This design comes from an exercise in tuning for small area and a short achievable clock period on the open sky130 flow, not from production work.
In this exercise RTL edits were held to simulation tests only and were not proved equivalent to the original.
Power figures rest on the tool's default switching activity, not on a simulated workload.

## sierra
==> flow/design.v (excerpt) <==
module yapp_rx_router #(
    parameter int DATA_W     = yapp_rx_pkg::DEF_DATA_W,
    parameter int NUM_CH     = yapp_rx_pkg::DEF_NUM_CH,
    parameter int ADDR_W     = yapp_rx_pkg::DEF_ADDR_W,
    parameter int FIFO_DEPTH = yapp_rx_pkg::DEF_FIFO_DEPTH
) (
    input  logic                       clock,
    input  logic                       reset,
    input  logic [DATA_W-1:0]          in_data,
    input  logic                       in_data_vld,
    output logic                       in_suspend,
    output logic                       error,
    output logic [NUM_CH*DATA_W-1:0]   ch_data,
    output logic [NUM_CH-1:0]          ch_vld,
    input  logic [NUM_CH-1:0]          ch_rd,
    output logic [15:0]                drop_cnt
);
For scale: about 4,200 cells after synthesis, ~1,800 flip-flops, roughly 59 I/O pins.
clock: 5.5 ns
lec_check: 0
abc_clock_period_in_ps: 2400
cap_margin: 20
core_margin: 2
core_utilization: 50
cts_cluster_diameter: 60
cts_cluster_size: 24
place_density: 0.66
setup_slack_margin: 3.2
slew_margin: 20
standard.sh (not shown) runs the stock make flow with config.mk's settings and CLKGATE_MAP_FILE= SYNTH_SCRIPT=/design/flow/synth_recipe.tcl, a recipe that flattens the netlist after the stock synthesis.
==> flow/flow/run.sh <==
#!/bin/bash
# The standard layout, with two changes: clock tree synthesis adds no dummy
# loads, and after placement each output buffer is moved next to the
# flip-flop that drives it (flow/obuf.tcl). Tool output goes to logs in this
# folder; ORFS keeps its per-step logs under orfs/logs.
set -euo pipefail
CTS="CTS_ARGS=-sink_clustering_enable -repair_clock_nets -sink_clustering_size 24 -sink_clustering_max_diameter 60 -dont_use_dummy_load"
bash standard.sh place "$CTS" > standard_place.log 2>&1
RES=$(ls -d orfs/results/*/*/base)
PLACE_ODB=$PWD/$RES/3_place.odb CELL_PAD_IN_SITES_DETAIL_PLACEMENT=0 \
  openroad -no_init -exit flow/obuf.tcl > obuf.log 2>&1
bash standard.sh finish "$CTS" > standard.log 2>&1
==> flow/flow/obuf.tcl <==
# Put each output port's buffer right next to the flip-flop that drives it, so
# the buffer, not the flip-flop, drives the wire out to the pin. Then legalize.
read_db $::env(PLACE_ODB)
set block [ord::get_db_block]
set moved 0
foreach bt [$block getBTerms] {
  if {[$bt getIoType] ne "OUTPUT"} { continue }
  set net [$bt getNet]
  set buf ""
  foreach it [$net getITerms] { if {[$it isOutputSignal]} { set buf [$it getInst] } }
  if {$buf eq ""} { continue }
  set a [$buf findITerm A]
  if {$a eq "NULL" || $a eq ""} { continue }
  set ff ""
  foreach it [[$a getNet] getITerms] { if {[$it isOutputSignal]} { set ff [$it getInst] } }
  if {$ff eq ""} { continue }
  set loc [$ff getLocation]
  set w [[$ff getMaster] getWidth]
  $buf setOrient [$ff getOrient]
  $buf setLocation [expr {[lindex $loc 0] + $w}] [lindex $loc 1]
  incr moved
}
puts "moved $moved output buffers"
set_placement_padding -global -left $::env(CELL_PAD_IN_SITES_DETAIL_PLACEMENT) -right $::env(CELL_PAD_IN_SITES_DETAIL_PLACEMENT)
detailed_placement
check_placement -verbose
write_db $::env(PLACE_ODB)
diff inputs: sierra => willow
- a change of CORE_UTILIZATION from 50 to 55
- a change of PLACE_DENSITY from 0.66 to 0.7
Results
Summary of willow over sierra: overall die width fell about 4.6%; non-clock buffer count shows a reduction of 13; setup slack moved up; first-pass GRT wire length shows a reduction of 2.1%.
### willow -> juniper
diff --git a/flow/flow/run.sh b/flow/flow/run.sh
--- a/flow/flow/run.sh
+++ b/flow/flow/run.sh
@@ -7 +7 @@
-CTS="CTS_ARGS=-sink_clustering_enable -repair_clock_nets -sink_clustering_size 24 -sink_clustering_max_diameter 60 -dont_use_dummy_load"
+CTS="CTS_ARGS=-sink_clustering_enable -repair_clock_nets -sink_clustering_size 24 -sink_clustering_max_diameter 60 -dont_use_dummy_load -balance_levels"
## What came out
Reported for juniper and willow, number of flip-flops and latches turned out identical to the last digit.
Weighted congestion reported at the end of routability-driven placement: juniper vs willow — no meaningful difference
Comparing juniper against willow, there is no change at all in via count of the first global-routing pass.
Reported for juniper and willow, logic depth of the worst setup path including buffers turned out identical to the last digit.
The count of final setup violators on willow is in line with that on juniper.
Hold buffer count at CTS came out exactly the same in juniper and willow.
Diff willow -> juniper: core box area saw little to no change, total power saw little to no change, final cell count saw little to no change.
Comparing juniper against willow, there is no change at all in number of DRC violations after detailed-routing iteration 0.
Changes in yarrow relative to juniper:
- SETUP_SLACK_MARGIN changed from 3.2 to 3.1
diff --git a/flow/flow/run.sh b/flow/flow/run.sh
--- a/flow/flow/run.sh
+++ b/flow/flow/run.sh
@@ -7 +7 @@
-CTS="CTS_ARGS=-sink_clustering_enable -repair_clock_nets -sink_clustering_size 24 -sink_clustering_max_diameter 60 -dont_use_dummy_load -balance_levels"
+CTS="CTS_ARGS=-sink_clustering_enable -repair_clock_nets -sink_clustering_size 24 -sink_clustering_max_diameter 60 -dont_use_dummy_load"
The run showing the smaller total design power is yarrow.
The standard cells in yarrow occupy less silicon area than those in juniper do.
juniper → yarrow: wire length on met1 picked up an extra about 0.33%; final worst slack went down 0.010 ns; final cell count moved down; pin count of the biggest net entering global routing dropped 80.
The more densely filled core belongs to juniper, not yarrow.
Diff yarrow and juniper: area share of buffers outside the clock network lower in yarrow
Comparing the two runs side by side, yarrow comes out ahead of juniper on switching power total.
Wire length per cell (yarrow over juniper): increase, 0.89%

yapp_rx_router, a different RTL version from the one above (not shown whole).
Size: roughly 3500 cells after synthesis, roughly 1700 flip-flops, roughly 68000 um^2 of cells after synthesis.
Settings: LEC_CHECK=0, ABC_CLOCK_PERIOD_IN_PS=2300, CAP_MARGIN=20, CORE_MARGIN=2, CORE_UTILIZATION=40, PLACE_DENSITY=0.6, SETUP_SLACK_MARGIN=3.2, SLEW_MARGIN=20; clock period 5.5 ns.
run.sh (not shown) runs the stock make flow with config.mk's settings and CLKGATE_MAP_FILE= SYNTH_SCRIPT=/design/flow/synth_recipe.tcl, a recipe that flattens the netlist after the stock synthesis.
Stock flow here: none of the scripts above is used.
The first run completed without violations.
==> next run, changes <==
- CORE_UTILIZATION: 40 -> 60
- PLACE_DENSITY: 0.6 -> 0.7
Effect: The changed run finished clean. Worst setup slack loses 100 ps. First-iteration DRC count climbs by 40%. Total power grows by 1.6%. Utilization came out higher by 24 points. Fmax shrinks by 3.6%. Routed wire length grows by 0.64%. Cell area came out lower by 0.79%. Clock power hardly moves. Area after synthesis is unchanged. Clock-buffer cell count falls by 9.

== P ==
yapp_rx_router, a different RTL version from the one above (not shown whole).
For scale: about 1,800 flip-flops, ~59 I/O pins.
clock: 5.5 ns
lec_check: 0
abc_clock_period_in_ps: 2400
cap_margin: 20
core_margin: 2
core_utilization: 55
cts_cluster_diameter: 60
cts_cluster_size: 24
place_density: 0.7
setup_slack_margin: 2.9
slew_margin: 20
standard.sh (not shown) runs the stock make flow with config.mk's settings and CLKGATE_MAP_FILE= SYNTH_SCRIPT=/design/flow/synth_recipe.tcl, a recipe that flattens the netlist after the stock synthesis.
==> flow/flow/run.sh <==
#!/bin/bash
# The standard layout, with clock tree synthesis told not to add dummy loads.
# Each tool's output goes to standard.log in this folder; ORFS keeps its
# per-step logs under orfs/logs.
set -euo pipefail
bash standard.sh finish \
  "CTS_ARGS=-sink_clustering_enable -repair_clock_nets -sink_clustering_size 24 -sink_clustering_max_diameter 60 -dont_use_dummy_load" \
  > standard.log 2>&1
diff inputs: P => Q
# P
export LEC_CHECK = 0
export ABC_CLOCK_PERIOD_IN_PS = 2400
export CAP_MARGIN = 20
export CORE_MARGIN = 2
export CORE_UTILIZATION = 55
export CTS_CLUSTER_DIAMETER = 60
export CTS_CLUSTER_SIZE = 24
export PLACE_DENSITY = 0.7
export SETUP_SLACK_MARGIN = 2.9
export SLEW_MARGIN = 20
create_clock -name core_clock -period 5.5 [get_ports {clock}]
# Q
export LEC_CHECK = 0
export ABC_CLOCK_PERIOD_IN_PS = 2400
export CAP_MARGIN = 20
export CORE_MARGIN = 2
export CORE_UTILIZATION = 45
export CTS_CLUSTER_DIAMETER = 60
export CTS_CLUSTER_SIZE = 24
export PLACE_DENSITY = 0.62
export SETUP_SLACK_MARGIN = 3.1
export SLEW_MARGIN = 20
create_clock -name core_clock -period 5.5 [get_ports {clock}]
Results
- Compared with P, in Q worst slew margin relative to its limit went down; number of buffers added for setup after CTS went up by 24; worst hold margin decreased 52 ps; design area saw an increase.
- Layout overhead on the synthesized area delta for Q relative to P: 1.8 points higher
- When Q is set beside P, its count of instances resized after the clock tree is built turns out to be 200 larger.
- Q vs. P: fraction of power consumed by combinational cells went up by 0.7 points.
- Having completed the whole flow, Q delivered a layout that passed the timing, design-rule and antenna checks.
The inputs of R differ from those of Q as listed below.
# Q
export LEC_CHECK = 0
export ABC_CLOCK_PERIOD_IN_PS = 2400
export CAP_MARGIN = 20
export CORE_MARGIN = 2
export CORE_UTILIZATION = 45
export CTS_CLUSTER_DIAMETER = 60
export CTS_CLUSTER_SIZE = 24
export PLACE_DENSITY = 0.62
export SETUP_SLACK_MARGIN = 3.1
export SLEW_MARGIN = 20
create_clock -name core_clock -period 5.5 [get_ports {clock}]
# R
export LEC_CHECK = 0
export ABC_CLOCK_PERIOD_IN_PS = 2400
export CAP_MARGIN = 20
export CORE_MARGIN = 2
export CORE_UTILIZATION = 65
export CTS_CLUSTER_DIAMETER = 60
export CTS_CLUSTER_SIZE = 24
export PLACE_DENSITY = 0.78
export SETUP_SLACK_MARGIN = 3.1
export SLEW_MARGIN = 20
create_clock -name core_clock -period 5.5 [get_ports {clock}]
==> comparison <==
- R closes out successfully: all stages finished, all timing, DRC and antenna checks passed.
- Delta (R minus Q): multi-input gate share of the layout cell area shows an increase of 0.36 points; wire length of the first global-routing pass shows a reduction of 11 mm.
- Looking at upper clock frequency limit, R sits about 1.2% above Q.
- Looking at Q and R, the hold violation total from the final report is a wash.
- The start point of the critical path comes out g_ch[2].u_fifo.dout[3]$_DFFE_PN0N_ in one run and g_ch[2].u_fifo.dout[0]$_DFFE_PN0N_ in the other, namely in Q and R respectively.
Relative to R, the following input files were edited for S:
# R
export LEC_CHECK = 0
export ABC_CLOCK_PERIOD_IN_PS = 2400
export CAP_MARGIN = 20
export CORE_MARGIN = 2
export CORE_UTILIZATION = 65
export CTS_CLUSTER_DIAMETER = 60
export CTS_CLUSTER_SIZE = 24
export PLACE_DENSITY = 0.78
export SETUP_SLACK_MARGIN = 3.1
export SLEW_MARGIN = 20
create_clock -name core_clock -period 5.5 [get_ports {clock}]
# S
export LEC_CHECK = 0
export ABC_CLOCK_PERIOD_IN_PS = 2400
export CAP_MARGIN = 20
export CORE_MARGIN = 2
export CORE_UTILIZATION = 45
export CTS_CLUSTER_DIAMETER = 60
export CTS_CLUSTER_SIZE = 24
export PLACE_DENSITY = 0.62
export SETUP_SLACK_MARGIN = 3.1
export SLEW_MARGIN = 20
create_clock -name core_clock -period 5.5 [get_ports {clock}]
--- a/flow/flow/run.sh
+++ b/flow/flow/run.sh
@@ -6,3 +6,3 @@
 bash standard.sh finish \
-  "CTS_ARGS=-sink_clustering_enable -repair_clock_nets -sink_clustering_size 24 -sink_clustering_max_diameter 60 -dont_use_dummy_load" \
+  "CTS_ARGS=-sink_clustering_enable -repair_clock_nets -sink_clustering_size 18 -sink_clustering_max_diameter 50 -dont_use_dummy_load -root_buf sky130_fd_sc_hd__clkbuf_16 -buf_list \"sky130_fd_sc_hd__clkbuf_8 sky130_fd_sc_hd__clkbuf_16\"" \
   > standard.log 2>&1
Findings:
- Looking at the logs for S and R, the single run that did not finish was S.
- R -> S: cell area after placement increased slightly
- Compare S and R | die span in y higher: S
- Worst setup slack after placement, S and R, lower one = R.
- Against R, number of rows created at floorplan in S rose by more than 10%.
- [compare] base=R new=S: horizontal die dimension went up; gate count of the mapped netlist did not really move.
--- input diff S..T ---
==> flow/run.sh (new file) <==
#!/bin/bash
# synth_recipe.tcl (not shown) runs the flow's synth.tcl, then flattens the netlist and writes it again
# the make line also repeats each setting of config.mk as NAME=value (left out here)
make -C /OpenROAD-flow-scripts/flow DESIGN_CONFIG=/design/flow/config.mk WORK_HOME=/design/flow/orfs CLKGATE_MAP_FILE= SYNTH_SCRIPT=/design/flow/synth_recipe.tcl finish
removed: flow/flow/run.sh
removed: flow/standard.sh
### Flow results
- T: done, clean on timing, DRC and antenna
- Diff S..T | total of buffers placed on input and output ports | unchanged
- As far as setup slack after placement goes, T and S are indistinguishable; the numbers are identical.
- As far as height of the die is concerned, T and S perform about the same.
- Diff T..S | multiplexer area fraction after synthesis | unchanged
- As far as cell count after synthesis goes, T and S are indistinguishable; the numbers are identical.
- Compared with S, in T count of unique library cells instantiated by Yosys did not really move, compound-cell area share of the yosys netlist roughly the same, number of synthesized flops with an enable pin stayed essentially flat, boundary pin count held.

==> separate check: timing with driven ports <==
The flow's constraints put no driver on any port. The routed layouts listed below were extracted and timed again, unchanged, in two steps.
Step 1: set_driving_cell puts a clkbuf_16 on clock and a buf_2 on each other input, an assumption about the parent block.
Step 2 also shifts input and output timing later by t, the mid clock arrival at the registers, as if the neighbouring blocks saw the same clock.
Slacks: no drivers / after step 1 / after step 2; pairs: no drivers / after step 1.
run | t, ns | setup slack, ns | worst hold slack (ns)
sierra | 0.804 | 3.042 / 2.966 / 2.508 | 0.441 / 0.412 / 0.507
willow | 0.785 | 3.094 / 3.014 / 2.409 | 0.347 / 0.317 / 0.515
juniper | 0.785 | 3.094 / 3.014 / 2.409 | 0.347 / 0.317 / 0.515
yarrow | 0.785 | 3.084 / 3.010 / 2.371 | 0.432 / 0.404 / 0.510
the first run of note 2 | 0.877 | 2.709 / 2.771 / 1.894 | 0.368 / 0.318 / 0.484
the second run of note 2 | 0.843 | 2.605 / 2.629 / 1.786 | 0.361 / 0.329 / 0.479
P | 0.777 | 2.870 / 2.857 / 2.262 | 0.369 / 0.349 / 0.484
Q | 0.825 | 2.980 / 2.899 / 2.353 | 0.317 / 0.362 / 0.480
R | 0.771 | 3.010 / 2.932 / 2.332 | 0.481 / 0.485 / 0.497
T | 0.844 | 2.972 / 2.891 / 2.342 | 0.287 / 0.312 / 0.482
After both steps every run listed still meets setup and hold. For the second run of note 2, which loses most, drivers alone change the setup slack by +0.024 ns; drivers and shift together by -0.819 ns.
